This design comes from an exercise in tuning for small area and a short achievable clock period on the open sky130 flow, not from production work.
Only simulation tests tie the RTL to the original design; equivalence was not proved.
Power figures rest on the tool's default switching activity, not on a simulated workload.

## standard.sh

```bash
#!/bin/bash
# synth_recipe.tcl (not shown) runs the flow's synth.tcl, then flattens the netlist and writes it again
# the make line also repeats each setting of config.mk as NAME=value (left out here)
make -C /OpenROAD-flow-scripts/flow DESIGN_CONFIG=/design/flow/config.mk WORK_HOME=/design/flow/orfs CLKGATE_MAP_FILE= SYNTH_SCRIPT=/design/flow/synth_recipe.tcl "${@:-finish}"
```

## constraint.sdc

```tcl
create_clock -name core_clock -period 8.0 [get_ports {clk_i}]
set_input_delay 1.6000 -clock core_clock [delete_from_list [all_inputs] [get_ports {clk_i}]]
set_output_delay 1.6000 -clock core_clock [all_outputs]
set_load 0.01 [all_outputs]
```

## design.v

```verilog
package pmp_pkg;
  typedef enum logic [1:0] {
    A_OFF   = 2'b00,
    A_TOR   = 2'b01,
    A_NA4   = 2'b10,
    A_NAPOT = 2'b11
  } pmp_amode_e;
  typedef struct packed {
    logic       locked;
    logic [1:0] reserved;
    logic [1:0] addr_mode;
    logic       x;
    logic       w;
    logic       r;
  } pmpcfg_t;
  typedef enum logic [1:0] {
    CSR_READ  = 2'b00,
    CSR_WRITE = 2'b01,
    CSR_SET   = 2'b10,
    CSR_CLEAR = 2'b11
  } csr_op_e;
  localparam logic [11:0] CSR_PMPCFG0  = 12'h3A0;
  localparam logic [11:0] CSR_PMPCFG2  = 12'h3A2;
  localparam logic [11:0] CSR_PMPADDR0 = 12'h3B0;
  localparam int          MAX_ENTRIES  = 16;
endpackage
import pmp_pkg::*;
module pmp_cfg_warl (
  input  pmp_pkg::pmpcfg_t old_cfg,
  input  logic [7:0] new_byte,
  input  logic       lock,
  output pmp_pkg::pmpcfg_t stored
);
  always_comb begin
    stored = old_cfg;
    if (!lock) begin
      stored.locked    = new_byte[7];
      stored.reserved  = 2'b00;
      stored.addr_mode = new_byte[4:3];
      stored.x         = new_byte[2];
      stored.w         = new_byte[1] & new_byte[0];
      stored.r         = new_byte[0];
    end
  end
endmodule
import pmp_pkg::*;
module pmp_csr_bank #(
  parameter int PMP_LEN    = 54,
  parameter int NR_ENTRIES = 16
) (
  input  logic                      clk_i,
  input  logic                      rst_i,
  input  logic                      req_valid_i,
  input  logic [11:0]               req_addr_i,
  input  logic [1:0]                req_op_i,
  input  logic [63:0]               req_wdata_i,
  input  logic [1:0]                priv_lvl_i,
  output logic                      rsp_valid_o,
  output logic [63:0]               rsp_rdata_o,
  output logic                      rsp_error_o,
  output logic [16*PMP_LEN-1:0]     conf_addr_o,
  output logic [127:0]              conf_o,
  output logic                      cfg_changed_o
);
  localparam int NE = 16;
  logic [NE-1:0][PMP_LEN-1:0] addr_q;
  logic [NE-1:0]              l_q, x_q, w_q, r_q;
  logic [NE-1:0][1:0]         a_q;
  logic [NE-1:0][7:0] cfg_byte;
  for (genvar k = 0; k < NE; k++) begin : g_cfg_byte
    assign cfg_byte[k] = {l_q[k], 2'b00, a_q[k], x_q[k], w_q[k], r_q[k]};
  end
  logic        is_cfg0, is_cfg2, is_cfg, is_addr, priv_ok, legal, wr;
  logic [3:0]  idx;
  logic [NE-1:0] addr_sel;
  logic        op_w, op_s;
  assign is_cfg0 = (req_addr_i == CSR_PMPCFG0);
  assign is_cfg2 = (req_addr_i == CSR_PMPCFG2);
  assign is_cfg  = is_cfg0 | is_cfg2;
  assign is_addr = (req_addr_i[11:4] == CSR_PMPADDR0[11:4]);
  assign priv_ok = (priv_lvl_i == 2'b11);
  assign legal   = priv_ok & (is_cfg | is_addr);
  assign idx     = req_addr_i[3:0];
  assign op_w    = (req_op_i == CSR_WRITE);
  assign op_s    = (req_op_i == CSR_SET);
  assign wr      = req_valid_i & !rst_i & legal & (req_op_i != CSR_READ);
  for (genvar i = 0; i < NE; i++) begin : g_sel
    assign addr_sel[i] = (idx == 4'(i));
  end
  logic [NE-1:0] addr_lock;
  for (genvar i = 0; i < NE; i++) begin : g_alock
    if (i + 1 < NE) begin : g_tor
      assign addr_lock[i] = l_q[i] | (l_q[i+1] & (a_q[i+1] == A_TOR));
    end else begin : g_last
      assign addr_lock[i] = l_q[i];
    end
  end
  logic [63:0] col_ld, col_val;
  assign col_ld  = {64{rst_i | op_w}} | req_wdata_i;
  assign col_val = rst_i ? 64'd0 : (op_w ? req_wdata_i : {64{op_s}});
  logic [NE-1:0] addr_en, cfg_en;
  for (genvar i = 0; i < NE; i++) begin : g_rows
    assign addr_en[i] = rst_i | (wr & is_addr & addr_sel[i] & !addr_lock[i]);
    if (i < 8) begin : g_c0
      assign cfg_en[i] = rst_i | (wr & is_cfg0 & !l_q[i]);
    end else begin : g_c2
      assign cfg_en[i] = rst_i | (wr & is_cfg2 & !l_q[i]);
    end
  end
  for (genvar i = 0; i < NE; i++) begin : g_addr
    for (genvar b = 0; b < PMP_LEN; b++) begin : g_bit
      always_ff @(posedge clk_i)
        if (addr_en[i] && col_ld[b]) addr_q[i][b] <= col_val[b];
    end
  end
  function automatic logic nb(input logic [63:0] ld, input logic [63:0] val,
                              input int c, input logic old);
    nb = ld[c] ? val[c] : old;
  endfunction
  for (genvar k = 0; k < NE; k++) begin : g_cfg
    localparam int C = (k % 8) * 8;
    always_ff @(posedge clk_i) begin
      if (cfg_en[k]) begin
        l_q[k]    <= nb(col_ld, col_val, C+7, l_q[k]);
        a_q[k][1] <= nb(col_ld, col_val, C+4, a_q[k][1]);
        a_q[k][0] <= nb(col_ld, col_val, C+3, a_q[k][0]);
        x_q[k]    <= nb(col_ld, col_val, C+2, x_q[k]);
        w_q[k]    <= nb(col_ld, col_val, C+1, w_q[k]) &
                     nb(col_ld, col_val, C+0, r_q[k]);
        r_q[k]    <= nb(col_ld, col_val, C+0, r_q[k]);
      end
    end
  end
  logic [PMP_LEN-1:0] addr_rd;
  logic [63:0]        cfg_rd, old_val;
  always_comb begin
    addr_rd = '0;
    for (int i = 0; i < NE; i++)
      addr_rd = addr_rd | ({PMP_LEN{addr_sel[i]}} & addr_q[i]);
  end
  assign cfg_rd  = req_addr_i[1] ? cfg_byte[15:8] : cfg_byte[7:0];
  assign old_val = priv_ok ? ((is_addr ? {{(64-PMP_LEN){1'b0}}, addr_rd} : 64'd0) |
                              (is_cfg  ? cfg_rd : 64'd0))
                           : 64'd0;
  logic [63:0] adiff, cdiff;
  always_comb begin
    adiff = '0;
    for (int b = 0; b < PMP_LEN; b++)
      adiff[b] = col_ld[b] & (col_val[b] ^ addr_rd[b]);
    cdiff = '0;
    for (int j = 0; j < 8; j++) begin
      if (!cfg_rd[8*j+7]) begin
        cdiff[8*j+7] = col_ld[8*j+7] & (col_val[8*j+7] ^ cfg_rd[8*j+7]);
        cdiff[8*j+4] = col_ld[8*j+4] & (col_val[8*j+4] ^ cfg_rd[8*j+4]);
        cdiff[8*j+3] = col_ld[8*j+3] & (col_val[8*j+3] ^ cfg_rd[8*j+3]);
        cdiff[8*j+2] = col_ld[8*j+2] & (col_val[8*j+2] ^ cfg_rd[8*j+2]);
        cdiff[8*j+0] = col_ld[8*j+0] & (col_val[8*j+0] ^ cfg_rd[8*j+0]);
        cdiff[8*j+1] = (nb(col_ld, col_val, 8*j+1, cfg_rd[8*j+1]) &
                        nb(col_ld, col_val, 8*j+0, cfg_rd[8*j+0])) ^ cfg_rd[8*j+1];
      end
    end
  end
  logic       wa, wc;
  logic [7:0] chg_d, chg_q;
  assign wa = wr & is_addr & !(|(addr_sel & addr_lock));
  assign wc = wr & is_cfg;
  for (genvar j = 0; j < 8; j++) begin : g_chg
    assign chg_d[j] = (wa & |adiff[8*j +: 8]) | (wc & |cdiff[8*j +: 8]);
  end
  always_ff @(posedge clk_i) begin
    rsp_valid_o <= req_valid_i & !rst_i;
    chg_q       <= chg_d;
    rsp_rdata_o <= old_val;
    rsp_error_o <= !legal;
  end
  assign cfg_changed_o = |chg_q;
  assign conf_o        = cfg_byte;
  assign conf_addr_o   = addr_q;
endmodule
```

## config.mk

```make
export PLATFORM = sky130hd
export DESIGN_NAME = pmp_csr_bank
export DESIGN_NICKNAME = pmp_csr_bank
export VERILOG_FILES = /design/flow/design.v
export SDC_FILE = /design/flow/constraint.sdc
export NUM_CORES = 4
export LEC_CHECK = 0
export CAP_MARGIN = 20
export CORE_AREA = 3 3 327 327
export DIE_AREA = 0 0 330 330
export SETUP_SLACK_MARGIN = 5
export SLEW_MARGIN = 20
export TNS_END_PERCENT = 5
```

## flow/run.sh

```bash
#!/bin/bash
# Layout: the standard ORFS flow (standard.sh), except that the input and
# output port buffers are the smallest buffer cell instead of the resizer's
# default pick (a 10 um2 delay buffer). Timing repair resizes them as needed.
set -o pipefail
export BUFFER_PORTS_ARGS="-buffer_cell sky130_fd_sc_hd__buf_1"
bash standard.sh > standard.log 2>&1
```

==> key figures, run 1 <==
Outcome
  – Status: no timing/DRC/antenna violations

Timing
  – Max Slew Vio Count: 0
  – Hold Violations, Final: 0
  – Skew final: ~20 ps
  – Headroom to the max-slew limit: between 20 and 30%
  – Final worst-path cycle share: roughly 45%
  – Final worst path period need: between 3000 and 4000 ps
  – Final setup viols: 0
  – Max Clock Freq: 0.279 GHz
  – Worst Tran Pin Value: roughly 1000 ps
  – RSZ-0062 raised after global routing: yes
  – Final TNS setup: 0 ps

Clocking
  – # H-tree levels: 3
  – Num CTS Buffers: approximately 110
  – Hold-fix buffers, CTS: 0
  – Clock latency on the worst-skew pair: ~720 ps
  – CTS max path bufs: 3
  – Reg clk slew, reported paths: roughly 60 ps
  – Root Driver: clkbuf_16
  – CTS tree: yes
  – Sink Count: 1,031

Placement
  – HPWL Detailed: 180 mm
  – Port bufs: about 1.1k
  – Final RePlAce weighted congestion: 0.958

Logic synthesis
  – Async SR Flop Fraction: 0%
  – Mapped Cells: ~3.9k
  – Mean post-synth cell area: about 12 sq um
  – Area contributors post-synth: edfxtp_1 (62%), nor2_1 (9.3%), mux2i_1 (3.1%), dfxtp_1 (3.1%), a22oi_1 (2.9%)
  – Register area share after synthesis: 65.2%
  – Mapped cell area: approximately 46,000 sq um
  – Dominant cell type by area after synthesis: edfxtp_1
  – Synth unique cells: a little over 100
  – Main flop type after synthesis: edfxtp_1
  – Number of synthesized register bits: about 1.0k
  – Yosys top cell area share: approximately 62%
  – Most common cell in the synthesized netlist: nor2_1
  – Post-synth EDFFs: between 900 and 1k
  – Yosys warns: 1
  – Top cells by count, synth: nor2_1 (1,150), edfxtp_1 (960), clkbuf_1 (207)

Global route
  – GR Util All Layers: between 40% and 50%
  – Largest net degree at the start of global routing: 44
  – First-pass GRT wire length: 357 mm
  – Antenna violations before repair: 35
  – Vias in the first global route: between 40k and 50k
  – Total gr overflow: 0

Run
  – MaxCap Viol Count: 0

Detailed routing
  – Vias: 44.4k
  – Antenna Violating Nets Remaining: 0
  – Metal2 WL: about 120 mm
  – Met1 Wirelength: 90.4 mm
  – Met3 wire length: approximately 44 mm
  – DR pass1 iterations: 6
  – Via density: ~6.6
  – DR iter-0 viols: 7,406
  – Final wirelength: about 280 mm
  – DR top layer: met5
  – # DRC: 0
  – WL per Instance: 41.8 um

Cells and area
  – Nets: 5,260
  – Area growth from synthesis to layout: 31.5%
  – Final core area utilization: 58.8%
  – Layout cells sized above 1: between 10% and 20%

Floorplanning
  – Full die area: 109,000 sq um
  – Die height: about 330 um
  – Die W: between 300 and 400 um
  – CORE AREA: around 100,000 sq um
  – Top Ports: approximately 1.1k
  – Initial core utilization: between 40% and 50%
  – Site row count: about 120

Setup path
  – Required time worst endpoint: ~8600 ps
  – Largest fanout on the critical path: 12
  – Startpoint types: input port
  – Setup Crit Path Kind: in2reg
  – Critical Path End Type: flip-flop
  – Worst path arrival time: approximately 4200 ps

Power
  – PD cells: 246 nW/um^2
  – Psw: 4640 uW
  – LEAKAGE: 0.0219 uW
  – Seq pwr share: between 40% and 50%
  – Internal Pwr Total: between 10,000 and 15,000 uW
  – Maximum vdd drop: 0.189 mV
  – Switching part of the total power: 30.9%
  – Total chip power: roughly 15,000 uW
  – Clock share of power: 34.7%
  – Combinational group share of total power: about a fifth

Min path
  – Hold Crit Class: reg2reg
[layout by cell type (no fill, tap or decap), types with 19 or more instances in the layout]
cell type and n:
o21ai_1 19, a22o_1 34, edfxtp_1 960, inv_1 54, a21oi_1 31, dfxtp_1 69
mux2_2 37, conb_1 35, xnor2_1 57, buf_1 1094, clkinv_2 22, a22oi_1 169
nor2_1 993, a31oi_1 26, clkbuf_1 21, nand2_1 98, clkinv_1 20, a21boi_0 19
buf_6 35, nand3_1 27, clkbuf_16 120, nor2_2 104, mux2i_1 143, o21ai_0 64
buf_4 264, buf_12 56, o22ai_1 109, a32oi_1 19, nor2_4 60, diode_2 37
[routing by layer]
metal / GRT usage, % / up-vias
met4: 37.0 / 16
met5: 0 / -
li1: - / 16800
met2: 71.7 / 4427
met3: 19.3 / 1123
met1: 58.7 / 22000
[worst paths after layout]
| kind | from | end | slack, ps | cells past startpoint |
|---|---|---|---|---|
| hold reg to reg | addr_q[715] | rsp_rdata_o[13] | 600 | 2 |
| setup reg to reg | l_q[11] | chg_q[5] | 4710 | 7 |
| setup / recovery | req_addr_i[1] | chg_q[1] | 4410 | 11 |
| hold / removal | addr_q[715] | rsp_rdata_o[13] | 600 | 2 |
[critical path, cell delays in order]
cell,delay [ps]
clkbuf_16,170
buf_12,170
buf_4,150
and4bb_4,810
a22oi_1,160
o211ai_1,160
nor3_2,90
xnor2_1,240
o221ai_1,190
nor4_2,200
o22ai_1,160
[per-stage QoR]
stage               cell area [sq um]  cells  worst slack [ps]  hold WS, ps
floorplan                       47000   3918              4340          580
global placement                52400   6176              2250          568
detailed placement              52400   6178              2340          581
CTS                             59500   6571              4530          596
global route                    61000   6664              4420          633
finish                          61000   6686              4410          600
[power by group through the flow]
| stage | Combinational (uW) | Sequential (uW) | Clock (uW) |
|---|---|---|---|
| floorplan | 1010 | 7110 | 0 |
| global placement | 2420 | 6990 | 0 |
| detailed placement | 2440 | 7010 | 0 |
| CTS | 2690 | 6900 | 5190 |
| global route | 2940 | 6950 | 5400 |
| finish | 2870 | 6940 | 5220 |
[cell families (layout without fill, tap and decap cells)]
family          after synthesis  in the layout  share of synthesized area, %
compound gates              685            686                          10.7
xor+xnor                     82             82                          1.56
buf+inv                     431           1768                          4.69
flops                      1031           1031                          65.2
mux                         193            193                          4.49
other cells                   1             72                       0.00808
simple gates               1461           1474                          13.4
[registers in the layout, indices dropped and copies added (netlist names)]
name / flops
a_q: 32
addr_q: 864
chg_q: 8
l_q: 16
r_q: 16
rsp_error_o: 1
rsp_rdata_o: 61
rsp_valid_o: 1
w_q: 16
x_q: 16
[timing repair]
action,in CTS,in global routing
setup endpoints to repair,2035,1149
gates resized for setup,312,158
pin swaps,62,80
buffers inserted,157,71
gates cloned,34,6
[final cells by class]
class,instances,area [sq um]
antenna,37,92.6
clock buffer,143,3030
clock inverter,59,562
fill,8923,42800
inverter,63,248
multi-input combinational,2470,16300
sequential,1031,30300
tap,1380,1730
timing repair buffer,1503,8850
==> inputs of run 2 (changes only) <==
--- a/config.mk
+++ b/config.mk
@@ -11,3 +11,2 @@
 export SETUP_SLACK_MARGIN = 5
 export SLEW_MARGIN = 20
-export TNS_END_PERCENT = 5
==> key figures, run 2 <==
Logic synthesis
  – Yosys warns: 1 (unchanged)
  – Area contributors post-synth: edfxtp_1 (62%), nor2_1 (9.3%), mux2i_1 (3.1%), dfxtp_1 (3.1%), a22oi_1 (2.9%)
  – Mapped Cells: 3,884 (unchanged)
  – Post-synth EDFFs: 960 (unchanged)
  – Mapped cell area: 46,400 sq um (unchanged)
  – Number of synthesized register bits: 1,031 (unchanged)
  – Async SR Flop Fraction: 0% (unchanged)
  – Most common cell in the synthesized netlist: nor2_1
  – Mean post-synth cell area: 12.0 sq um (unchanged)
  – Register area share after synthesis: 65.2% (unchanged)
  – Synth unique cells: 103 (unchanged)
  – Dominant cell type by area after synthesis: edfxtp_1
  – Main flop type after synthesis: edfxtp_1
  – Top cells by count, synth: nor2_1 (1,150), edfxtp_1 (960), clkbuf_1 (207)
  – Yosys top cell area share: 62.1% (unchanged)

Power
  – PD cells: 238 nW/um^2 (-3.3%)
  – Maximum vdd drop: 0.187 mV (-1.1%)
  – LEAKAGE: 0.0230 uW (+5.2%)

Run
  – MaxCap Viol Count: 0 (unchanged)

Clocking
  – Clock latency on the worst-skew pair: 730 ps (about the same)
  – CTS max path bufs: 3 (unchanged)
  – Sink Count: 1,031 (unchanged)
  – Hold-fix buffers, CTS: 0 (unchanged)
  – CTS tree: yes
  – # H-tree levels: 3 (unchanged)
  – Root Driver: clkbuf_16
  – Reg clk slew, reported paths: 60 ps (about the same)
  – Num CTS Buffers: 110 (+1.9%)

Detailed routing
  – Antenna Violating Nets Remaining: 0 (unchanged)
  – Final wirelength: 285 mm (+1.9%)
  – DR pass1 iterations: 9 (+3)
  – # DRC: 0 (unchanged)
  – DR iter-0 viols: 7,017 (-5.3%)
  – Via density: 6.61 (-0.36%)
  – Vias: 44.7k (+0.77%)
  – WL per Instance: 42.1 um (+0.79%)

Min path
  – Hold Crit Class: reg2reg
  – Hold Path Origin: x_q[0]

Global route
  – Vias in the first global route: 40.3k (-0.0099%)
  – Antenna violations before repair: 31 (-11%)
  – Total gr overflow: 0 (unchanged)
  – First-pass GRT wire length: 359 mm (+0.56%)
  – Largest net degree at the start of global routing: 42 (-4.5%)
  – GR Util All Layers: 49.4% (+0.30 points)

Timing
  – Final worst path period need: 3510 ps (-80.6 ps)
  – Final setup viols: 0 (unchanged)
  – Skew final: 22.7 ps (+2.63 ps)
  – Final TNS setup: 0 ps (unchanged)
  – Max Clock Freq: 0.285 GHz (+2.3%)
  – Final worst-path cycle share: 43.9% (-1.0 points)
  – Max Slew Vio Count: 0 (unchanged)
  – RSZ-0062 raised after global routing: yes
  – Worst Tran Pin Value: 1180 ps (+132 ps)
  – Hold Violations, Final: 0 (unchanged)
  – Headroom to the max-slew limit: 21.1% (-8.6 points)

Setup path
  – Required time worst endpoint: 8580 ps (about the same)
  – Register-to-register setup slack: 4950 ps (+240 ps)
  – Critical Path End Type: flip-flop
  – CP startpoint: req_addr_i[3]
  – Reg-to-Reg Start: l_q[12]
  – Worst path arrival time: 4090 ps (-70 ps)
  – Startpoint types: input port
  – Largest fanout on the critical path: 21 (+9)
  – Setup Crit Path Kind: in2reg

Floorplanning
  – Initial core utilization: 44.7% (unchanged)
  – Full die area: 109,000 sq um (unchanged)
  – Die height: 330 um (unchanged)
  – Die W: 330 um (unchanged)
  – CORE AREA: 104,000 sq um (unchanged)
  – Top Ports: 1,142 (unchanged)
  – Site row count: 118 (unchanged)

Outcome
  – Status: no timing/DRC/antenna violations

Cells and area
  – Fill cells: 8,569 (-4.0%)
  – Final Non-Filler Cells: 6,762 (+1.1%)
  – Largest register by flop count: addr_q
  – Layout cells sized above 1: 34.6% (+16 points)
  – Area growth from synthesis to layout: 39.0%
  – Biggest regs: addr_q: 864 flops, rsp_rdata_o: 61 flops, a_q: 32 flops
  – Nets: 5,337 (+1.5%)
  – Final core area utilization: 62.2% (+3.4 points)
  – Commonest non-fill, non-tap cell in the layout: edfxtp_1
  – Max FFs per register: 864 (unchanged)
  – Most frequent cells in the layout: edfxtp_1 (960), buf_1 (937), nor2_2 (651), nor2_1 (400), buf_4 (266)

Placement
  – Placed Instances: 6,145 (-0.53%)
  – HPWL Detailed: 178 mm (-0.96%)
  – Final RePlAce weighted congestion: 0.951 (-0.69%)
  – Port bufs: 1,103 (unchanged)
[run 2: cell counts after synthesis]
Identical to the previous run, type by type.
[run 2: cells by family (layout without fill, tap and decap cells)]
logic type,Yosys count,after routing,synth area share [%]
flops,1031,1031,65.2
mux,193,193,4.49
xor+xnor,82,82,1.56
simple gates,1461,1482,13.4
compound gates,685,687,10.7
other cells,1,69,0.00808
buf+inv,431,1838,4.69
[run 2: path summary, 6_finish.rpt]
kind	cells after the start	to
setup / recovery	11	chg_q[1]
hold / removal	2	rsp_rdata_o[2]
setup reg to reg	8	chg_q[5]
hold reg to reg	2	rsp_rdata_o[2]
[run 2: report_power, final]
| group | leakage, uW | internal (uW) | switching, uW |
|---|---|---|---|
| registers | 0.00949 | 6520 | 415 |
| logic | 0.0117 | 1000 | 2130 |
| clock network | 0.00180 | 3080 | 2210 |
| total | 0.0230 | 10600 | 4760 |
[run 2: final cells by class]
class / count / area [sq um] / area share [%]
repair buffers: 1569 / 10400 / 16.1
flip-flops and latches: 1031 / 30300 / 46.9
clock buffers: 165 / 3210 / 4.98
diodes: 34 / 85.1 / 0.132
multi-input cells: 2479 / 18200 / 28.1
well taps: 1380 / 1730 / 2.68
inverters: 63 / 249 / 0.386
clock inverters: 41 / 469 / 0.727
[run 2: layer usage]
metal / track usage, % / part of all wire (%) / vias up
met4: 35.3 / 9.3 / 12
met2: 73.5 / 43 / 4303
met1: 59.0 / 32 / 22300
li1: - / - / 17000
met3: 18.8 / 15 / 1147
met5: 0 / 0.025 / -
[run 2: critical path: stages]
cell and delay, ps:
clkbuf_16 170, buf_16 180, nor2b_4 150, buf_8 180
a22o_1 220, a222oi_1 210, or4b_4 550, xnor2_2 160
o221ai_1 140, nor4_1 300, o22ai_1 140
[run 2: metrics by stage]
step	area [sq um]	setup slack, ps	hold WS, ps	power, uW
after floorplan	49800	4350	580	8280
after global placement	53900	2200	588	9530
after detailed placement	53900	2200	592	9560
after CTS	62900	4590	619	15100
after global routing	64500	4490	640	15600
final	64500	4490	620	15400
[run 2: timing repair]
action / 4_1_cts / 5_1_grt
gates resized for setup: 568 / 199
gates cloned: 45 / 17
hold endpoints to repair: 0 / 0
pin swaps: 100 / 57
setup endpoints to repair: 2100 / 582
buffers inserted: 251 / 64
==> inputs of run 3 (changes only) <==
--- a/config.mk
+++ b/config.mk
@@ -6,4 +6,5 @@
 export NUM_CORES = 4
 export LEC_CHECK = 0
+export ABC_AREA = 1
 export CAP_MARGIN = 20
 export CORE_AREA = 3 3 327 327
@@ -11,2 +12,3 @@
 export SETUP_SLACK_MARGIN = 5
 export SLEW_MARGIN = 20
+export TNS_END_PERCENT = 5
==> key figures, run 3 <==
Floorplanning
  – Top Ports: 1,142 (unchanged)
  – Die W: 330 um (unchanged)
  – CORE AREA: 104,000 sq um (unchanged)
  – Die height: 330 um (unchanged)
  – Full die area: 109,000 sq um (unchanged)
  – Initial core utilization: 45.9% (+1.2 points)
  – Site row count: 118 (unchanged)

Placement
  – Port bufs: 1,103 (unchanged)
  – HPWL Detailed: 166 mm (-6.7%)
  – DP Area: 53,300 sq um (-1.0%)
  – Post-placement setup slack: 1390 ps (-810 ps)
  – Placed Instances: 7,441 (+21%)
  – Final RePlAce weighted congestion: 0.945 (-0.64%)

Timing
  – Final setup viols: 0 (unchanged)
  – Headroom to the max-slew limit: 19.8% (-1.3 points)
  – Max Clock Freq: 0.300 GHz (+5.1%)
  – Skew final: 27.2 ps (+4.53 ps)
  – Final worst-path cycle share: 41.7% (-2.1 points)
  – RSZ-0062 raised after global routing: yes
  – Hold Violations, Final: 0 (unchanged)
  – Max Slew Vio Count: 0 (unchanged)
  – Final TNS setup: 0 ps (unchanged)
  – Worst Tran Pin Value: 1200 ps (+21.8 ps)
  – Final WS setup: 4660 ps (+172 ps)
  – Final worst path period need: 3340 ps (-172 ps)

Cells and area
  – Fin area: 61,700 sq um (-4.5%)
  – Final Non-Filler Cells: 7,897 (+17%)
  – Fill cells: 9,307 (+8.6%)
  – Area growth from synthesis to layout: 29.4%
  – Final core area utilization: 59.4% (-2.8 points)
  – Biggest regs: addr_q: 864 flops, rsp_rdata_o: 61 flops, a_q: 32 flops
  – Max FFs per register: 864 (unchanged)
  – Layout cells sized above 1: 13.9% (-21 points)
  – Nets: 6,479 (+21%)
  – Most frequent cells in the layout: nand2_1 (1,356), nor2_1 (1,131), buf_1 (1,093), edfxtp_1 (960), nand3_1 (408)
  – Commonest non-fill, non-tap cell in the layout: nand2_1
  – Largest register by flop count: addr_q

Detailed routing
  – Via density: 6.02 (-9.0%)
  – Vias: 47.5k (+6.2%)
  – DR pass1 iterations: 7 (-2)
  – Antenna Violating Nets Remaining: 0 (unchanged)
  – DR iter-0 viols: 7,760 (+11%)
  – WL per Instance: 34.4 um (-18%)
  – Final wirelength: 271 mm (-4.7%)
  – # DRC: 0 (unchanged)

Logic synthesis
  – Most common cell in the synthesized netlist: nand2_1
  – Number of synthesized register bits: 1,031 (unchanged)
  – Mapped Cells: 5,148 (+33%)
  – Mapped cell area: 47,700 sq um (+2.7%)
  – Dominant cell type by area after synthesis: edfxtp_1
  – Area contributors post-synth: edfxtp_1 (60%), nand2_1 (11%), nor2_1 (11%), nand3_1 (4.3%), dfxtp_1 (3.0%)
  – Register area share after synthesis: 63.5% (-1.7 points)
  – Main flop type after synthesis: edfxtp_1
  – Top cells by count, synth: nand2_1 (1,378), nor2_1 (1,335), edfxtp_1 (960)
  – Yosys warns: 1 (unchanged)
  – Yosys top cell area share: 60.5% (-1.6 points)
  – Mean post-synth cell area: 9.26 sq um (-23%)
  – Async SR Flop Fraction: 0% (unchanged)
  – Synth unique cells: 42 (-59%)
  – Post-synth EDFFs: 960 (unchanged)

Global route
  – Antenna violations before repair: 32 (+3.2%)
  – First-pass GRT wire length: 348 mm (-3.1%)
  – Vias in the first global route: 42.1k (+4.4%)
  – Largest net degree at the start of global routing: 73 (+74%)
  – Total gr overflow: 0 (unchanged)
  – GR Util All Layers: 47.1% (-2.4 points)

Clocking
  – CTS tree: yes
  – Clock latency on the worst-skew pair: 730 ps (about the same)
  – Num CTS Buffers: 111 (+0.91%)
  – Sink Count: 1,031 (unchanged)
  – CTS max path bufs: 3 (unchanged)
  – Root Driver: clkbuf_16
  – Reg clk slew, reported paths: 60 ps (about the same)
  – # H-tree levels: 3 (unchanged)

Setup path
  – Required time worst endpoint: 6400 ps (-2180 ps)
  – Worst path arrival time: 1740 ps (-2350 ps)
  – Startpoint types: flip-flop
  – Setup Crit Path Kind: reg2out
  – Largest fanout on the critical path: 1 (-95%)
  – Slowest-stage cell, CP: nor4_4
  – Crit path largest cell delay: 370 ps (-180 ps)
  – CP Cell Sequence: nor4_4, nand2_1, buf_6
  – Critical Path End Type: output pin
  – Critical path buffer and inverter count: 1 (-2)
  – Family with the most delay on the worst path: simple AND/OR/NAND/NOR gates

Min path
  – Hold Crit Class: reg2reg

Power
  – PD cells: 238 nW/um^2 (about the same)
  – LEAKAGE: 0.0250 uW (+8.5%)
  – Maximum vdd drop: 0.190 mV (+1.8%)

Run
  – MaxCap Viol Count: 0 (unchanged)

Outcome
  – Status: no timing/DRC/antenna violations
run 3: timing repair:
action                     in CTS  in global routing
setup buffers                 145                 22
resized for setup             436                115
setup endpoints to repair    2087               1142
pin swaps                      52                 11
hold buffers                    0                  0
cloned                         41                 14
run 3: stage by stage:
stage | hold slack [ps] | total power, uW
2_1_floorplan | 604 | 7880
3_3_place_gp | 595 | 9030
3_5_place_dp | 604 | 9060
4_1_cts | 620 | 14500
5_1_grt | 653 | 15000
6_report | 633 | 14700
run 3: worst paths after layout:
kind	startpoint	cells past startpoint	slack, ps	end
setup / recovery	chg_q[0]	3	4660	cfg_changed_o
hold reg to reg	r_q[13]	2	630	r_q[13]
hold / removal	r_q[13]	2	630	r_q[13]
setup reg to reg	l_q[15]	7	5450	addr_q[773]
run 3: layer usage:
metal	track usage, %	up-vias	wire length [um]
met3	16.7	1104	40900
met4	37.5	16	26900
li1	-	19400	-
met5	0	-	101
met1	55.6	22700	87200
met2	69.7	4301	116000
run 3: layout make-up:
type                            instances  area, sq um  share of cell area (%)
Sequential cell                      1031        30300                    49.1
Multi-Input combinational cell       3549        16400                    26.5
Timing Repair Buffer                 1439         8460                    13.7
Clock buffer                          147         3050                    4.94
Tap cell                             1380         1730                    2.80
Inverter                              261         1090                    1.77
Clock inverter                         62          643                    1.04
Antenna cell                           25         62.6                   0.101
Timing Repair inverter                  3         20.0                  0.0325
run 3: logic make-up after synthesis:
| group | count (synthesis) | share of synthesized area [%] |
|---|---|---|
| simple gates | 3192 | 26.6 |
| flops | 1031 | 63.5 |
| buf+inv | 611 | 6.05 |
| compound gates | 311 | 3.83 |
| xor+xnor | 1 | 0.0184 |
| mux | 1 | 0.0210 |
| other cells | 1 | 0.00787 |
run 3: worst min-delay path: cells and delay by family, from the launching register on:
| kind | cells | cell delay (ps) |
|---|---|---|
| flops | 1 | 380 |
| simple gates | 2 | 140 |
run 3: power breakdown:
part / switching, uW / total, uW / internal, uW
Clock: 2260 / 5300 / 3030
Combinational: 1900 / 2560 / 660
Sequential: 346 / 6820 / 6470
Total: 4510 / 14700 / 10200
==> inputs of run 4 (changes only) <==
--- a/design.v
+++ b/design.v
@@ -162,9 +162,9 @@
   end
   logic       wa, wc;
-  logic [7:0] chg_d, chg_q;
+  logic [3:0] chg_d, chg_q;
   assign wa = wr & is_addr & !(|(addr_sel & addr_lock));
   assign wc = wr & is_cfg;
-  for (genvar j = 0; j < 8; j++) begin : g_chg
-    assign chg_d[j] = (wa & |adiff[8*j +: 8]) | (wc & |cdiff[8*j +: 8]);
+  for (genvar j = 0; j < 4; j++) begin : g_chg
+    assign chg_d[j] = (wa & |adiff[16*j +: 16]) | (wc & |cdiff[16*j +: 16]);
   end
   always_ff @(posedge clk_i) begin
--- a/config.mk
+++ b/config.mk
@@ -7,8 +7,8 @@
 export LEC_CHECK = 0
 export ABC_AREA = 1
-export CAP_MARGIN = 20
+export CAP_MARGIN = 10
 export CORE_AREA = 3 3 327 327
 export DIE_AREA = 0 0 330 330
 export SETUP_SLACK_MARGIN = 5
-export SLEW_MARGIN = 20
+export SLEW_MARGIN = 10
 export TNS_END_PERCENT = 5
==> key figures, run 4 <==
Outcome
  – Status: no timing/DRC/antenna violations

Min path
  – Worst hold endpoint: r_q[11]
  – Hold Crit Class: reg2reg
  – Hold path depth: 2 (unchanged)
  – Hold Path Origin: r_q[11]

Setup path
  – Largest fanout on the critical path: 1 (unchanged)
  – Critical path buffer and inverter count: 1 (unchanged)
  – Reg2Reg Depth: 3 (-4)
  – Critical Path End Type: output pin
  – Register-to-register setup slack: 5320 ps (-130 ps)
  – Reg-to-Reg Start: a_q[28]
  – Family with the most delay on the worst path: simple AND/OR/NAND/NOR gates
  – CP Cell Sequence: or4_4, buf_6
  – Setup Crit Path Kind: reg2out
  – Startpoint types: flip-flop
  – R2R Path End: addr_q[720]
  – Crit path largest cell delay: 520 ps (+150 ps)
  – Required time worst endpoint: 6400 ps (about the same)
  – Worst path arrival time: 1690 ps (-50 ps)
  – Slowest-stage cell, CP: or4_4

Timing
  – Worst Tran Pin Value: 1190 ps (-17.7 ps)
  – Max Slew Vio Count: 0 (unchanged)
  – Hold Violations, Final: 0 (unchanged)
  – Skew final: 32.6 ps (+5.40 ps)
  – Final TNS setup: 0 ps (unchanged)
  – Final setup viols: 0 (unchanged)
  – Headroom to the max-slew limit: 20.6% (+0.81 points)
  – Final WS setup: 4710 ps (+41.7 ps)
  – Final worst path period need: 3290 ps (-41.7 ps)
  – Max Clock Freq: 0.303 GHz (+1.3%)
  – RSZ-0062 raised after global routing: yes
  – Final worst-path cycle share: 41.2% (-0.52 points)

Logic synthesis
  – Synth unique cells: 44 (+4.8%)
  – Mapped cell area: 47,200 sq um (-0.95%)
  – Most common cell in the synthesized netlist: nand2_1
  – Register area share after synthesis: 63.9% (+0.44 points)
  – Yosys top cell area share: 61.1% (+0.58 points)
  – Post-synth EDFFs: 960 (unchanged)
  – Async SR Flop Fraction: 0% (unchanged)
  – Mapped Cells: 5,100 (-0.93%)
  – Main flop type after synthesis: edfxtp_1
  – Yosys warns: 1 (unchanged)
  – Number of synthesized register bits: 1,027 (-0.39%)
  – Top cells by count, synth: nand2_1 (1,478), nor2_1 (1,093), edfxtp_1 (960)
  – Dominant cell type by area after synthesis: edfxtp_1
  – Mean post-synth cell area: 9.25 sq um (about the same)
  – Area contributors post-synth: edfxtp_1 (61%), nand2_1 (12%), nor2_1 (8.7%), dfxtp_1 (2.8%), a21oi_1 (2.8%)

Power
  – Maximum vdd drop: 0.176 mV (-7.8%)
  – LEAKAGE: 0.0244 uW (-2.1%)
  – PD cells: 235 nW/um^2 (-1.2%)

Detailed routing
  – DR pass1 iterations: 6 (-1)
  – Vias: 46.9k (-1.2%)
  – DR iter-0 viols: 7,423 (-4.3%)
  – Via density: 5.99 (-0.38%)
  – # DRC: 0 (unchanged)
  – WL per Instance: 33.4 um (-2.9%)
  – Final wirelength: 261 mm (-3.7%)
  – Antenna Violating Nets Remaining: 0 (unchanged)

Clocking
  – # H-tree levels: 3 (unchanged)
  – CTS max path bufs: 3 (unchanged)
  – Root Driver: clkbuf_16
  – Clock latency on the worst-skew pair: 720 ps (about the same)
  – Hold-fix buffers, CTS: 0 (unchanged)
  – CTS tree: yes
  – Num CTS Buffers: 111 (unchanged)
  – Sink Count: 1,027 (-0.39%)
  – Reg clk slew, reported paths: 70 ps (about the same)

Placement
  – Port bufs: 1,103 (unchanged)
  – HPWL Detailed: 165 mm (-0.76%)
  – Post-placement setup slack: 903 ps (-482 ps)
  – Final RePlAce weighted congestion: 0.971 (+2.8%)

Global route
  – Total gr overflow: 0 (unchanged)
  – GR Util All Layers: 44.9% (-2.2 points)
  – Antenna violations before repair: 31 (-3.1%)
  – Vias in the first global route: 41.5k (-1.4%)
  – First-pass GRT wire length: 335 mm (-3.7%)
  – Largest net degree at the start of global routing: 64 (-12%)

Floorplanning
  – Die W: 330 um (unchanged)
  – Site row count: 118 (unchanged)
  – Full die area: 109,000 sq um (unchanged)
  – Initial core utilization: 45.5% (-0.43 points)
  – CORE AREA: 104,000 sq um (unchanged)
  – Top Ports: 1,142 (unchanged)
  – Die height: 330 um (unchanged)

Cells and area
  – Biggest regs: addr_q: 864 flops, rsp_rdata_o: 61 flops, a_q: 32 flops
  – Nets: 6,410 (-1.1%)
  – Most frequent cells in the layout: nand2_1 (1,445), buf_1 (1,090), nor2_1 (992), edfxtp_1 (960), nand3_1 (248)
  – Layout cells sized above 1: 14.2% (+0.28 points)
  – Largest register by flop count: addr_q
  – Area growth from synthesis to layout: 30.1%
  – Max FFs per register: 864 (unchanged)
  – Commonest non-fill, non-tap cell in the layout: nand2_1

Run
  – MaxCap Viol Count: 0 (unchanged)
## run 4: cell count changes after synthesis, moves of 11 or more
| cell | delta |
|---|---|
| a21oi_1 | +217 |
| a21oi_4 | -11 |
| buf_1 | -11 |
| buf_2 | +24 |
| buf_6 | -40 |
| clkbuf_1 | +41 |
| nand2_1 | +100 |
| nand3_1 | -158 |
| nand4_1 | +16 |
| nor2_1 | -242 |
| nor2_2 | -20 |
| nor3_1 | -12 |
| o21ai_0 | +14 |
| o21ai_1 | +11 |
## run 4: area by class of cell
type	count	area (sq um)
inverter	267	1200
timing repair inverter	11	86.3
fill	9317	42400
timing repair buffer	1422	7910
clock buffer	159	3170
multi-input combinational	3487	16600
sequential	1027	30200
antenna	30	75.1
clock inverter	49	467
tap	1380	1730
## run 4: metal layers
| layer | global-route usage (%) | wire, um | vias to the layer above |
|---|---|---|---|
| met1 | 55.8 | 87900 | 22600 |
| li1 | - | - | 19300 |
| met3 | 13.9 | 38700 | 984 |
| met5 | 0 | 46 | - |
| met2 | 67.2 | 112000 | 4095 |
| met4 | 30.5 | 22300 | 8 |
## run 4: kinds of logic (layout without fill, tap and decap cells)
family / after synthesis / after routing / synth area share (%)
simple gates: 2885 / 2895 / 24.0
flops: 1027 / 1027 / 63.9
buf+inv: 631 / 1908 / 5.66
compound gates: 547 / 548 / 6.23
xor+xnor: 5 / 5 / 0.0928
mux: 4 / 4 / 0.0848
other cells: 1 / 65 / 0.00794
## run 4: worst max path at each step
| stage | to | depth (start not counted) | slack (ps) | startpoint |
|---|---|---|---|---|
| floorplan | chg_q[2] | 14 | 4640 | rst_i |
| global placement | x_q[1] | 12 | 1010 | req_addr_i[1] |
| detailed placement | x_q[1] | 12 | 900 | req_addr_i[1] |
| CTS | cfg_changed_o | 2 | 4640 | chg_q[2] |
| global route | chg_q[0] | 17 | 4640 | req_addr_i[1] |
| finish | cfg_changed_o | 2 | 4710 | chg_q[2] |
## run 4: timing repair
| item | CTS | global route |
|---|---|---|
| pin swaps | 38 | 51 |
| setup buffers | 113 | 81 |
| endpoints found under the setup margin | 2106 | 1160 |
| cloned | 26 | 23 |
| resized for setup | 266 | 279 |
## run 4: stage by stage
stage                     utilization, %  instances  area [sq um]  power, uW  hold slack (ps)
final                               59.2       7832         61400      14400              629
after global routing                59.1       7816         61400      14800              685
after CTS                           57.1       7697         59300      14200              634
after detailed placement            51.2       7350         53200       8960              620
after global placement              51.2       7350         53200       8940              617
after floorplan                        -       5134         47900       7830              604
## run 4: tightest hold or removal path, delay by kind of cell, from the launching register on
family        cells  cell delay [ps]
flops             1              370
simple gates      2              140
## run 4: where the power goes
group / switching (uW) / total (uW) / internal [uW] / leakage (uW)
sequential: 350 / 6800 / 6450 / 0.00942
combinational: 1780 / 2390 / 609 / 0.0132
clock: 2220 / 5250 / 3030 / 0.00178
==> inputs of run 5 (changes only) <==
--- a/config.mk
+++ b/config.mk
@@ -7,8 +7,8 @@
 export LEC_CHECK = 0
 export ABC_AREA = 1
-export CAP_MARGIN = 10
+export CAP_MARGIN = 20
 export CORE_AREA = 3 3 327 327
 export DIE_AREA = 0 0 330 330
 export SETUP_SLACK_MARGIN = 5
-export SLEW_MARGIN = 10
+export SLEW_MARGIN = 20
 export TNS_END_PERCENT = 5
==> key figures, run 5 <==
Outcome
  – Status: no timing/DRC/antenna violations

Setup path
  – Critical path buffer and inverter count: 1 (unchanged)
  – Critical Path End Type: output pin
  – Reg-to-Reg Start: l_q[11]
  – Required time worst endpoint: 6400 ps (about the same)
  – Setup Crit Path Kind: reg2out
  – Largest fanout on the critical path: 5 (+4)
  – Startpoint types: flip-flop
  – Worst path arrival time: 1750 ps (+60 ps)
  – CP startpoint: l_q[4]
  – Family with the most delay on the worst path: flip-flops
  – CP Cell Sequence: buf_1
  – Slowest-stage cell, CP: edfxtp_1
  – Crit path largest cell delay: 610 ps (+90 ps)

Timing
  – RSZ-0062 raised after global routing: yes
  – Hold Violations, Final: 0 (unchanged)
  – Skew final: 31.1 ps (-1.53 ps)
  – Final worst path period need: 3350 ps (+54.9 ps)
  – Worst Tran Pin Value: 897 ps (-289 ps)
  – Final worst-path cycle share: 41.9% (+0.69 points)
  – Final setup viols: 0 (unchanged)
  – Max Clock Freq: 0.299 GHz (-1.6%)
  – Final WS setup: 4650 ps (-54.9 ps)
  – Max Slew Vio Count: 0 (unchanged)
  – WHS: 620 ps (-8.49 ps)
  – Headroom to the max-slew limit: 39.6% (+19 points)
  – Final TNS setup: 0 ps (unchanged)

Min path
  – Hold Path Origin: x_q[7]
  – Hold Crit Class: reg2reg

Detailed routing
  – DR iter-0 viols: 7,259 (-2.2%)
  – # DRC: 0 (unchanged)
  – Antenna Violating Nets Remaining: 0 (unchanged)
  – Vias: 46.5k (-1.0%)
  – Via density: 5.97 (-0.35%)
  – Final wirelength: 258 mm (-1.4%)
  – WL per Instance: 33.1 um (-0.78%)
  – DR pass1 iterations: 6 (unchanged)

Global route
  – Antenna violations before repair: 26 (-16%)
  – Vias in the first global route: 41.4k (-0.32%)
  – Total gr overflow: 0 (unchanged)
  – First-pass GRT wire length: 334 mm (-0.14%)
  – Largest net degree at the start of global routing: 64 (unchanged)
  – GR Util All Layers: 44.8% (about the same)

Logic synthesis
  – Mapped Cells: 5,100 (unchanged)
  – Dominant cell type by area after synthesis: edfxtp_1
  – Post-synth EDFFs: 960 (unchanged)
  – Synth unique cells: 44 (unchanged)
  – Register area share after synthesis: 63.9% (unchanged)
  – Yosys warns: 1 (unchanged)
  – Main flop type after synthesis: edfxtp_1
  – Top cells by count, synth: nand2_1 (1,478), nor2_1 (1,093), edfxtp_1 (960)
  – Yosys top cell area share: 61.1% (unchanged)
  – Number of synthesized register bits: 1,027 (unchanged)
  – Mean post-synth cell area: 9.25 sq um (unchanged)
  – Area contributors post-synth: edfxtp_1 (61%), nand2_1 (12%), nor2_1 (8.7%), dfxtp_1 (2.8%), a21oi_1 (2.8%)
  – Async SR Flop Fraction: 0% (unchanged)
  – Mapped cell area: 47,200 sq um (unchanged)
  – Most common cell in the synthesized netlist: nand2_1

Run
  – MaxCap Viol Count: 0 (unchanged)

Clocking
  – # H-tree levels: 3 (unchanged)
  – Reg clk slew, reported paths: 60 ps (about the same)
  – Sink Count: 1,027 (unchanged)
  – Hold-fix buffers, CTS: 0 (unchanged)
  – Clock latency on the worst-skew pair: 720 ps (about the same)
  – Root Driver: clkbuf_16
  – Num CTS Buffers: 111 (unchanged)
  – CTS max path bufs: 3 (unchanged)
  – CTS tree: yes

Cells and area
  – Fin area: 60,600 sq um (-1.4%)
  – Fill cells: 9,480 (+1.7%)
  – Area growth from synthesis to layout: 28.3%
  – Layout cells sized above 1: 12.3% (-1.9 points)
  – Most frequent cells in the layout: nand2_1 (1,456), buf_1 (1,093), nor2_1 (1,032), edfxtp_1 (960), nand3_1 (249)
  – Biggest regs: addr_q: 864 flops, rsp_rdata_o: 61 flops, a_q: 32 flops
  – Commonest non-fill, non-tap cell in the layout: nand2_1
  – Max FFs per register: 864 (unchanged)
  – Largest register by flop count: addr_q
  – Nets: 6,359 (-0.80%)
  – Final core area utilization: 58.4% (-0.80 points)

Power
  – LEAKAGE: 0.0241 uW (-1.4%)
  – PD cells: 237 nW/um^2 (+0.71%)
  – Maximum vdd drop: 0.193 mV (+10%)

Placement
  – Port bufs: 1,103 (unchanged)
  – HPWL Detailed: 165 mm (+0.17%)
  – Final RePlAce weighted congestion: 0.971 (unchanged)
  – Post-placement setup slack: 902 ps (-1.04 ps)
  – DP Area: 53,200 sq um (about the same)

Floorplanning
  – CORE AREA: 104,000 sq um (unchanged)
  – Site row count: 118 (unchanged)
  – Die height: 330 um (unchanged)
  – Full die area: 109,000 sq um (unchanged)
  – Initial core utilization: 45.5% (unchanged)
  – Die W: 330 um (unchanged)
  – Top Ports: 1,142 (unchanged)
## run 5: cell counts after synthesis
No cell type changed its count.
## run 5: logic make-up after synthesis
logic type / share of synthesized area, %
buf+inv: 5.66
mux: 0.0848
compound gates: 6.23
xor+xnor: 0.0928
flops: 63.9
simple gates: 24.0
other cells: 0.00794
## run 5: layout make-up
class,count,area [sq um],share of cell area [%]
multi-input combinational,3485,16300,26.9
antenna,25,62.6,0.103
clock inverter,50,494,0.816
sequential,1027,30200,49.8
clock buffer,161,3140,5.19
timing repair buffer,1374,7400,12.2
timing repair inverter,10,75.1,0.124
inverter,267,1190,1.96
tap,1380,1730,2.85
## run 5: worst paths after layout
path / slack, ps / to / cells past startpoint
setup / recovery: 4650 / conf_o[39] / 1
hold / removal: 620 / rsp_rdata_o[58] / 2
setup reg to reg: 5370 / chg_q[0] / 11
hold reg to reg: 620 / rsp_rdata_o[58] / 2
## run 5: layer usage
metal	up-vias	global-route usage [%]	wire length, um
met5	-	0	0
met4	0	30.6	20300
met3	869	14.1	36800
met2	3863	67.4	113000
met1	22500	55.4	87900
li1	19200	-	-
## run 5: stage by stage
stage                     total power, uW  instances
final                               14300       7779
after global routing                14700       7768
after CTS                           14200       7699
after detailed placement             8970       7351
after global placement               8940       7350
after floorplan                      7830       5134
## run 5: worst register-to-register path, delay by kind of cell, from the launching register on
family	cells	cell delay (ps)
buffers and inverters	1	250
and+or+nand+nor	8	1290
DFF	1	430
AOI/OAI and AO/OA	2	600
## run 5: repair_timing
item / in CTS / in global routing
endpoints found under the setup margin: 2116 / 1150
buffers inserted: 112 / 43
cloned: 25 / 12
gates resized for setup: 257 / 153
pin swaps: 31 / 22
## run 5: where the power goes
group	internal [uW]	switching, uW	leakage [uW]	total (uW)
combinational	576	1740	0.0129	2320
clock	3030	2200	0.00179	5230
sequential	6450	350	0.00942	6800
==> inputs of run 6 (changes only) <==
--- a/config.mk
+++ b/config.mk
@@ -12,3 +12,3 @@
 export SETUP_SLACK_MARGIN = 5
 export SLEW_MARGIN = 20
-export TNS_END_PERCENT = 5
+export TNS_END_PERCENT = 30
==> key figures, run 6 <==
Detailed routing
  – Antenna Violating Nets Remaining: 0 (unchanged)
  – Vias: 48.6k (+4.5%)
  – # DRC: 0 (unchanged)
  – Via density: 6.07 (+1.7%)
  – DR pass1 iterations: 7 (+1)
  – Final wirelength: 284 mm (+10%)
  – DR iter-0 viols: 7,604 (+4.8%)
  – WL per Instance: 35.5 um (+7.1%)

Cells and area
  – Commonest non-fill, non-tap cell in the layout: nand2_1
  – Fill cells: 8,735 (-7.9%)
  – Layout cells sized above 1: 21.5% (+9.2 points)
  – Max FFs per register: 864 (unchanged)
  – Multi-input gate area: 18,500 sq um (+14%)
  – Storage cell area: 30,200 sq um (unchanged)
  – Biggest regs: addr_q: 864 flops, rsp_rdata_o: 61 flops, a_q: 32 flops
  – Final Non-Filler Cells: 7,997 (+2.8%)
  – Area growth from synthesis to layout: 40.8%
  – Most frequent cells in the layout: nand2_1 (1,407), buf_1 (1,082), edfxtp_1 (960), nor2_1 (828), nand3_1 (231)
  – Nets: 6,583 (+3.5%)
  – Final core area utilization: 64.0% (+5.7 points)
  – Largest register by flop count: addr_q

Logic synthesis
  – Dominant cell type by area after synthesis: edfxtp_1
  – Top cells by count, synth: nand2_1 (1,478), nor2_1 (1,093), edfxtp_1 (960)
  – Number of synthesized register bits: 1,027 (unchanged)
  – Most common cell in the synthesized netlist: nand2_1
  – Area contributors post-synth: edfxtp_1 (61%), nand2_1 (12%), nor2_1 (8.7%), dfxtp_1 (2.8%), a21oi_1 (2.8%)
  – Mapped cell area: 47,200 sq um (unchanged)
  – Mean post-synth cell area: 9.25 sq um (unchanged)
  – Async SR Flop Fraction: 0% (unchanged)
  – Yosys warns: 1 (unchanged)
  – Main flop type after synthesis: edfxtp_1
  – Post-synth EDFFs: 960 (unchanged)
  – Synth unique cells: 44 (unchanged)
  – Mapped Cells: 5,100 (unchanged)
  – Register area share after synthesis: 63.9% (unchanged)
  – Yosys top cell area share: 61.1% (unchanged)

Clocking
  – Num CTS Buffers: 111 (unchanged)
  – # H-tree levels: 3 (unchanged)
  – Hold-fix buffers, CTS: 0 (unchanged)
  – CTS tree: yes
  – Root Driver: clkbuf_16
  – Clock latency on the worst-skew pair: 730 ps (about the same)
  – CTS max path bufs: 3 (unchanged)
  – Reg clk slew, reported paths: 70 ps (about the same)
  – Sink Count: 1,027 (unchanged)

Global route
  – Total gr overflow: 0 (unchanged)
  – First-pass GRT wire length: 355 mm (+6.0%)
  – Antenna violations before repair: 29 (+12%)
  – GR Util All Layers: 47.9% (+3.1 points)
  – Vias in the first global route: 43.0k (+4.0%)
  – Largest net degree at the start of global routing: 68 (+6.3%)

Placement
  – Port bufs: 1,103 (unchanged)
  – Final RePlAce weighted congestion: 0.958 (-1.4%)
  – HPWL Detailed: 170 mm (+2.9%)
  – Placed Instances: 7,363 (+0.16%)

Floorplanning
  – Full die area: 109,000 sq um (unchanged)
  – Die W: 330 um (unchanged)
  – Die height: 330 um (unchanged)
  – Site row count: 118 (unchanged)
  – CORE AREA: 104,000 sq um (unchanged)
  – Top Ports: 1,142 (unchanged)
  – Initial core utilization: 45.5% (unchanged)

Run
  – MaxCap Viol Count: 0 (unchanged)

Timing
  – Skew final: 27.9 ps (-3.20 ps)
  – Hold Violations, Final: 0 (unchanged)
  – Max Slew Vio Count: 0 (unchanged)
  – Worst Tran Pin Value: 1290 ps (+398 ps)
  – Final setup viols: 0 (unchanged)
  – WHS: 591 ps (-29.8 ps)
  – Final worst path period need: 3320 ps (-30.2 ps)
  – Headroom to the max-slew limit: 13.7% (-26 points)
  – Final TNS setup: 0 ps (unchanged)
  – Final worst-path cycle share: 41.5% (-0.38 points)
  – RSZ-0062 raised after global routing: yes
  – Max Clock Freq: 0.301 GHz (+0.91%)

Power
  – Maximum vdd drop: 0.205 mV (+6.2%)
  – PD cells: 224 nW/um^2 (-5.2%)
  – LEAKAGE: 0.0263 uW (+9.1%)

Min path
  – Hold Crit Class: reg2reg

Setup path
  – Worst path arrival time: 1720 ps (-30 ps)
  – Critical Path End Type: output pin
  – Required time worst endpoint: 6400 ps (about the same)
  – Startpoint types: flip-flop
  – Setup Crit Path Kind: reg2out
  – Largest fanout on the critical path: 1 (-4)
  – Register-to-register setup slack: 5420 ps (+50 ps)

Outcome
  – Status: no timing/DRC/antenna violations
-- run 6: path summary, 6_finish.rpt --
check,from,endpoint,cells after the start
worst max-delay path,chg_q[2],cfg_changed_o,2
worst min-delay path,x_q[15],rsp_rdata_o[58],2
worst max register to register,l_q[6],chg_q[1],7
worst min register to register,x_q[15],rsp_rdata_o[58],2
-- run 6: critical path: stages (launching register included) --
cell,delay [ps]
dfxtp_1,310
or4_4,530
buf_6,170
-- run 6: final cells by class --
class / instances / share of cell area (%)
clock inverters: 62 / 0.947
diodes: 24 / 0.0904
repair inverters: 10 / 0.0998
clock buffers: 144 / 4.66
repair buffers: 1593 / 16.6
multi-input cells: 3490 / 27.9
inverters: 267 / 1.72
flip-flops and latches: 1027 / 45.4
well taps: 1380 / 2.60
-- run 6: logic make-up after synthesis --
family                    Yosys count  share of synthesized area, %
DFF                              1027                          63.9
AOI/OAI and AO/OA                 547                          6.23
muxes                               4                        0.0848
other                               1                       0.00794
buffers and inverters             631                          5.66
xor gates and xnor gates            5                        0.0928
and+or+nand+nor                  2885                          24.0
-- run 6: timing repair --
item	CTS	global route
pin swaps	98	104
setup buffers	220	90
endpoints found under the setup margin	2096	1075
resized for setup	480	596
gates cloned	56	38
-- run 6: report_power, final --
| part | internal (uW) | leakage (uW) | switching (uW) |
|---|---|---|---|
| sequential | 6450 | 0.00942 | 342 |
| clock | 3100 | 0.00181 | 2260 |
| combinational | 785 | 0.0151 | 1980 |
-- run 6: metal layers --
layer | global-route usage, % | part of all wire [%] | vias up
li1 | - | - | 19700
met1 | 57.8 | 32 | 23300
met2 | 70.6 | 42 | 4421
met3 | 17.2 | 16 | 1158
met4 | 35.7 | 9.9 | 6
met5 | 0 | 0.014 | -
-- run 6: metrics by stage --
step	setup WS, ps	cell area, sq um	total power [uW]
finish	4680	66500	14900
global route	4660	66400	15200
CTS	4660	62600	14500
detailed placement	1620	53800	9010
global placement	1730	53800	8970
floorplan	4640	48900	7870
==> inputs of run 7 (changes only) <==
--- a/config.mk
+++ b/config.mk
@@ -9,6 +9,8 @@
 export CAP_MARGIN = 20
 export CORE_AREA = 3 3 327 327
+export CTS_CLUSTER_DIAMETER = 120
+export CTS_CLUSTER_SIZE = 26
 export DIE_AREA = 0 0 330 330
 export SETUP_SLACK_MARGIN = 5
 export SLEW_MARGIN = 20
-export TNS_END_PERCENT = 30
+export TNS_END_PERCENT = 2
==> key figures, run 7 <==
Detailed routing
  – Final wirelength: 259 mm (-8.7%)
  – WL per Instance: 33.8 um (-4.6%)
  – Vias: 46.0k (-5.3%)
  – Antenna Violating Nets Remaining: 0 (unchanged)
  – DR iter-0 viols: 7,130 (-6.2%)
  – # DRC: 0 (unchanged)
  – DR pass1 iterations: 6 (-1)
  – Via density: 6.01 (-1.1%)

Cells and area
  – Fin area: 58,200 sq um (-12%)
  – Max FFs per register: 864 (unchanged)
  – Storage cell area: 30,200 sq um (about the same)
  – Most frequent cells in the layout: nand2_1 (1,452), buf_1 (1,094), nor2_1 (1,035), edfxtp_1 (960), nand3_1 (252)
  – Largest register by flop count: addr_q
  – Layout cells sized above 1: 10.1% (-11 points)
  – Area growth from synthesis to layout: 23.3%
  – Fill cells: 9,645 (+10%)
  – Final Non-Filler Cells: 7,655 (-4.3%)
  – Nets: 6,300 (-4.3%)
  – Commonest non-fill, non-tap cell in the layout: nand2_1
  – Biggest regs: addr_q: 864 flops, rsp_rdata_o: 61 flops, a_q: 32 flops
  – Multi-input gate area: 16,000 sq um (-13%)

Timing
  – Final TNS setup: 0 ps (unchanged)
  – Final setup viols: 0 (unchanged)
  – Max Slew Vio Count: 0 (unchanged)
  – Final WS setup: 4600 ps (-80.6 ps)
  – Hold Violations, Final: 0 (unchanged)
  – Final worst path period need: 3400 ps (+80.6 ps)
  – Final worst-path cycle share: 42.5% (+1.0 points)
  – Skew final: 29.7 ps (+1.82 ps)
  – Max Clock Freq: 0.294 GHz (-2.4%)
  – WHS: 620 ps (+29.4 ps)
  – Worst Tran Pin Value: 1100 ps (-198 ps)
  – Headroom to the max-slew limit: 26.6% (+13 points)
  – RSZ-0062 raised after global routing: yes

Placement
  – DP Area: 53,000 sq um (-1.5%)
  – Port bufs: 1,103 (unchanged)
  – Final RePlAce weighted congestion: 0.960 (+0.26%)
  – Placed Instances: 7,349 (-0.19%)
  – HPWL Detailed: 166 mm (-2.3%)
  – Post-placement setup slack: 1550 ps (-70.1 ps)

Clocking
  – Hold-fix buffers, CTS: 0 (unchanged)
  – CTS max path bufs: 3 (unchanged)
  – Num CTS Buffers: 46 (-59%)
  – Reg clk slew, reported paths: 110 ps (+40 ps)
  – # H-tree levels: 2 (-1)
  – Clock latency on the worst-skew pair: 690 ps (-40 ps)
  – CTS tree: yes
  – Sink Count: 1,027 (unchanged)
  – Root Driver: clkbuf_16

Floorplanning
  – Full die area: 109,000 sq um (unchanged)
  – CORE AREA: 104,000 sq um (unchanged)
  – Die height: 330 um (unchanged)
  – Die W: 330 um (unchanged)
  – Top Ports: 1,142 (unchanged)
  – Initial core utilization: 45.5% (unchanged)
  – Site row count: 118 (unchanged)

Logic synthesis
  – Yosys warns: 1 (unchanged)
  – Number of synthesized register bits: 1,027 (unchanged)
  – Mapped cell area: 47,200 sq um (unchanged)
  – Yosys top cell area share: 61.1% (unchanged)
  – Post-synth EDFFs: 960 (unchanged)
  – Async SR Flop Fraction: 0% (unchanged)
  – Synth unique cells: 44 (unchanged)
  – Mean post-synth cell area: 9.25 sq um (unchanged)
  – Top cells by count, synth: nand2_1 (1,478), nor2_1 (1,093), edfxtp_1 (960)
  – Area contributors post-synth: edfxtp_1 (61%), nand2_1 (12%), nor2_1 (8.7%), dfxtp_1 (2.8%), a21oi_1 (2.8%)
  – Most common cell in the synthesized netlist: nand2_1
  – Register area share after synthesis: 63.9% (unchanged)
  – Dominant cell type by area after synthesis: edfxtp_1
  – Mapped Cells: 5,100 (unchanged)
  – Main flop type after synthesis: edfxtp_1

Setup path
  – Register-to-register setup slack: 5090 ps (-330 ps)
  – Worst path arrival time: 3800 ps (+2080 ps)
  – Startpoint types: input port
  – Largest fanout on the critical path: 4 (+3)
  – Setup Crit Path Kind: in2reg
  – Critical Path End Type: flip-flop
  – Required time worst endpoint: 8400 ps (+2000 ps)

Run
  – MaxCap Viol Count: 0 (unchanged)

Global route
  – Vias in the first global route: 40.3k (-6.2%)
  – GR Util All Layers: 45.2% (-2.7 points)
  – Total gr overflow: 0 (unchanged)
  – Largest net degree at the start of global routing: 65 (-4.4%)
  – First-pass GRT wire length: 335 mm (-5.5%)
  – Antenna violations before repair: 32 (+10%)

Power
  – PD cells: 207 nW/um^2 (-7.9%)
  – LEAKAGE: 0.0230 uW (-13%)
  – Maximum vdd drop: 0.211 mV (+2.7%)

Min path
  – Hold Crit Class: reg2reg

Outcome
  – Status: no timing/DRC/antenna violations
-- run 7: cell counts after synthesis --
Identical to the previous run, type by type.
-- run 7: cells by family (layout without fill, tap and decap cells) --
group                  after synthesis  count (layout)  share of synthesized area [%]
AO/OA/AOI/OAI                      547             547                           6.23
flip-flops                        1027            1027                           63.9
XOR/XNOR                             5               5                         0.0928
multiplexers                         4               4                         0.0848
AND/OR/NAND/NOR                   2885            2897                           24.0
other                                1              61                        0.00794
buffers and inverters              631            1734                           5.66
-- run 7: final cells by class --
class / count / share of cell area [%]
clock inverters: 3 / 0.0753
repair inverters: 6 / 0.0946
multi-input cells: 3488 / 27.6
flip-flops and latches: 1027 / 51.8
diodes: 26 / 0.112
clock buffers: 77 / 2.29
inverters: 267 / 2.00
repair buffers: 1381 / 13.1
well taps: 1380 / 2.97
-- run 7: report_power, final --
group	internal (uW)	total, uW	switching [uW]
logic	571	2310	1740
clock network	1160	2950	1790
registers	6440	6780	339
-- run 7: critical path, cell delays in order --
cell	delay [ps]
clkbuf_16	150
buf_16	150
inv_16	60
nand2_8	70
nor2_4	130
inv_2	70
a21oi_4	200
nand2_8	80
nand2_8	80
nand3_1	90
o21ai_1	590
inv_1	300
nor2_1	180
-- run 7: timing repair --
item	in CTS	in global routing
setup buffers	108	52
gates cloned	32	8
setup endpoints to repair	2098	1111
pin swaps	43	28
resized for setup	256	136
-- run 7: path summary, 6_finish.rpt --
check	startpoint	end	depth (start not counted)
worst min register to register	a_q[14]	rsp_rdata_o[59]	2
worst max-delay path	req_addr_i[1]	a_q[3]	13
worst min-delay path	a_q[14]	rsp_rdata_o[59]	2
worst max register to register	l_q[3]	addr_q[159]	7
-- run 7: stage by stage --
step                      power (uW)  utilization (%)
after detailed placement        8940             51.1
after floorplan                 7820                -
after CTS                      11900             54.9
after global placement          8910             51.1
after global routing           12300             56.0
final                          12000             56.1
-- run 7: per-layer routing --
metal	share of wire, %	up-vias	routed length, um	GRT usage (%)
met5	0.022	-	58	0
met4	8.2	8	21200	28.7
met3	15	871	37600	13.1
met2	44	3919	113000	69.4
met1	33	22200	86600	56.2
li1	-	19000	-	-
==> inputs of run 8 (changes only) <==
--- a/config.mk
+++ b/config.mk
@@ -14,3 +14,3 @@
 export SETUP_SLACK_MARGIN = 5
 export SLEW_MARGIN = 20
-export TNS_END_PERCENT = 2
+export TNS_END_PERCENT = 5
==> key figures, run 8 <==
Outcome
  – Status: no timing/DRC/antenna violations

Logic synthesis
  – XOR/XNOR share of the synthesized area: 0.0928% (unchanged)
  – Yosys warns: 1 (unchanged)
  – Area contributors post-synth: edfxtp_1 (61%), nand2_1 (12%), nor2_1 (8.7%), dfxtp_1 (2.8%), a21oi_1 (2.8%)
  – Mean post-synth cell area: 9.25 sq um (unchanged)
  – Main flop type after synthesis: edfxtp_1
  – Mapped Cells: 5,100 (unchanged)
  – Register area share after synthesis: 63.9% (unchanged)
  – Largest family of logic cells by synthesized area: simple AND/OR/NAND/NOR gates
  – Synth Area in Simple Gates: 24.0% (unchanged)

Placement
  – Final RePlAce weighted congestion: 0.971 (+1.1%)
  – DP Area: 53,200 sq um (+0.41%)
  – Port bufs: 1,103 (unchanged)

Clocking
  – Clock latency on the worst-skew pair: 700 ps (about the same)
  – Root Driver: clkbuf_16
  – Num CTS Buffers: 46 (unchanged)
  – CTS max path bufs: 3 (unchanged)
  – Hold-fix buffers, CTS: 0 (unchanged)

Global route
  – Total gr overflow: 0 (unchanged)
  – GR Util All Layers: 44.6% (-0.61 points)
  – Largest net degree at the start of global routing: 64 (-1.5%)
  – Vias in the first global route: 40.8k (+1.1%)

Timing
  – RSZ-0062 raised after global routing: yes
  – Skew final: 31.6 ps (+1.96 ps)
  – Max Clock Freq: 0.303 GHz (+2.9%)
  – Hold Violations, Final: 0 (unchanged)
  – Final TNS setup: 0 ps (unchanged)
  – Max Slew Vio Count: 0 (unchanged)
  – Worst Tran Pin Value: 904 ps (-192 ps)
  – Final setup viols: 0 (unchanged)

Cells and area
  – Commonest non-fill, non-tap cell in the layout: nand2_1
  – Largest register by flop count: addr_q
  – Area growth from synthesis to layout: 24.2%
  – Layout cells sized above 1: 11.6% (+1.4 points)
  – Nets: 6,315 (+0.24%)
  – Biggest regs: addr_q: 864 flops, rsp_rdata_o: 61 flops, a_q: 32 flops

Floorplanning
  – Die height: 330 um (unchanged)
  – Initial core utilization: 45.5% (unchanged)
  – Full die area: 109,000 sq um (unchanged)

Setup path
  – CP startpoint: req_addr_i[11]
  – Required time worst endpoint: 8400 ps (about the same)
  – Reg-to-Reg Start: a_q[6]
  – Startpoint types: input port
  – Register-to-register setup slack: 5360 ps (+270 ps)
  – Largest fanout on the critical path: 8 (+4)

Detailed routing
  – Vias: 46.2k (+0.53%)
  – DR pass1 iterations: 6 (unchanged)

Power
  – Maximum vdd drop: 0.213 mV (+1.2%)
  – PD cells: 206 nW/um^2 (-0.14%)
-- run 8: cell counts after synthesis --
Identical to the previous run, type by type.
-- run 8: final cells by class --
cell class / instances / area [sq um]
fillers: 9696 / 45200
flip-flops and latches: 1027 / 30200
multi-input cells: 3487 / 16400
repair buffers: 1392 / 7580
well taps: 1380 / 1730
clock buffers: 79 / 1340
inverters: 267 / 1200
repair inverters: 11 / 86.3
diodes: 25 / 62.6
clock inverters: 6 / 52.6
-- run 8: what timing repair did --
item                        CTS  global route
setup endpoints to repair  2065          1137
setup buffers               117            51
gates cloned                 27            18
resized for setup           259           201
pin swaps                    33            28
-- run 8: kinds of logic (layout without fill, tap and decap cells) --
logic type             Yosys count  count (layout)
other                            1              60
multiplexers                     4               4
AND/OR/NAND/NOR               2885            2896
AO/OA/AOI/OAI                  547             547
buffers and inverters          631            1755
XOR/XNOR                         5               5
flip-flops                    1027            1027
-- run 8: power breakdown --
group / switching [uW] / leakage (uW) / internal (uW)
combinational: 1760 / 0.0130 / 591
clock: 1800 / 0.000665 / 1170
sequential: 349 / 0.00942 / 6440
-- run 8: metrics by stage --
step / util, % / setup slack [ps] / hold slack [ps] / instances / total power [uW]
6_report: 56.5 / 4690 / 633 / 7674 / 12100
5_1_grt: 56.5 / 4660 / 671 / 7664 / 12400
4_1_cts: 55.0 / 4680 / 644 / 7580 / 11900
3_5_place_dp: 51.3 / 902 / 620 / 7351 / 8970
3_3_place_gp: 51.2 / 1010 / 617 / 7350 / 8940
2_1_floorplan: - / 4640 / 604 / 5134 / 7830
-- run 8: critical path, cell delays in order --
cell,delay (ps)
buf_1,80
nor2_2,140
nand3_4,140
inv_2,130
nand2_8,90
a21oi_4,230
nand2_8,90
nand2_8,90
inv_6,40
nor4_4,170
buf_4,160
buf_6,120
nand2_8,130
buf_16,280
a21oi_1,170
-- run 8: worst min-delay path by stage --
stage | depth (start not counted) | end | slack (ps)
6_report | 2 | rsp_rdata_o[58] | 630
3_5_place_dp | 2 | w_q[7] | 620
4_1_cts | 2 | r_q[11] | 640
5_1_grt | 2 | rsp_rdata_o[58] | 670
2_1_floorplan | 2 | rsp_rdata_o[58] | 600
3_3_place_gp | 2 | r_q[11] | 620
-- run 8: layer usage --
layer | track usage (%) | part of all wire [%]
met1 | 54.8 | 34
met2 | 67.0 | 43
met3 | 14.4 | 14
met4 | 30.7 | 8.5
met5 | 0 | 0.0093

## afterwards: timing with drivers on the ports
The flow's constraints put no driver on any port. The routed layouts listed below were extracted and timed again, unchanged, in two steps.
Step 1 assumes that a clkbuf_16 drives the clock port and a buf_2 every other input.
Step 2 also shifts input and output timing later by t, the mid clock arrival at the registers, as if the neighbouring blocks saw the same clock.
a / b / c = no drivers / after step 1 / after step 2; a / b = the first two.
run	t (ns)	setup slack, ns
run 1	0.793	4.411 / 4.139 / 3.346
run 2	0.795	4.492 / 4.334 / 3.539
run 3	0.800	4.663 / 4.474 / 3.674
run 4	0.784	4.705 / 4.395 / 3.610
run 5	0.784	4.650 / 4.425 / 3.641
run 6	0.792	4.680 / 4.600 / 3.899
run 7	0.750	4.600 / 4.536 / 3.786
run 8	0.768	4.694 / 4.393 / 3.625
After both steps every run listed still meets setup and hold.
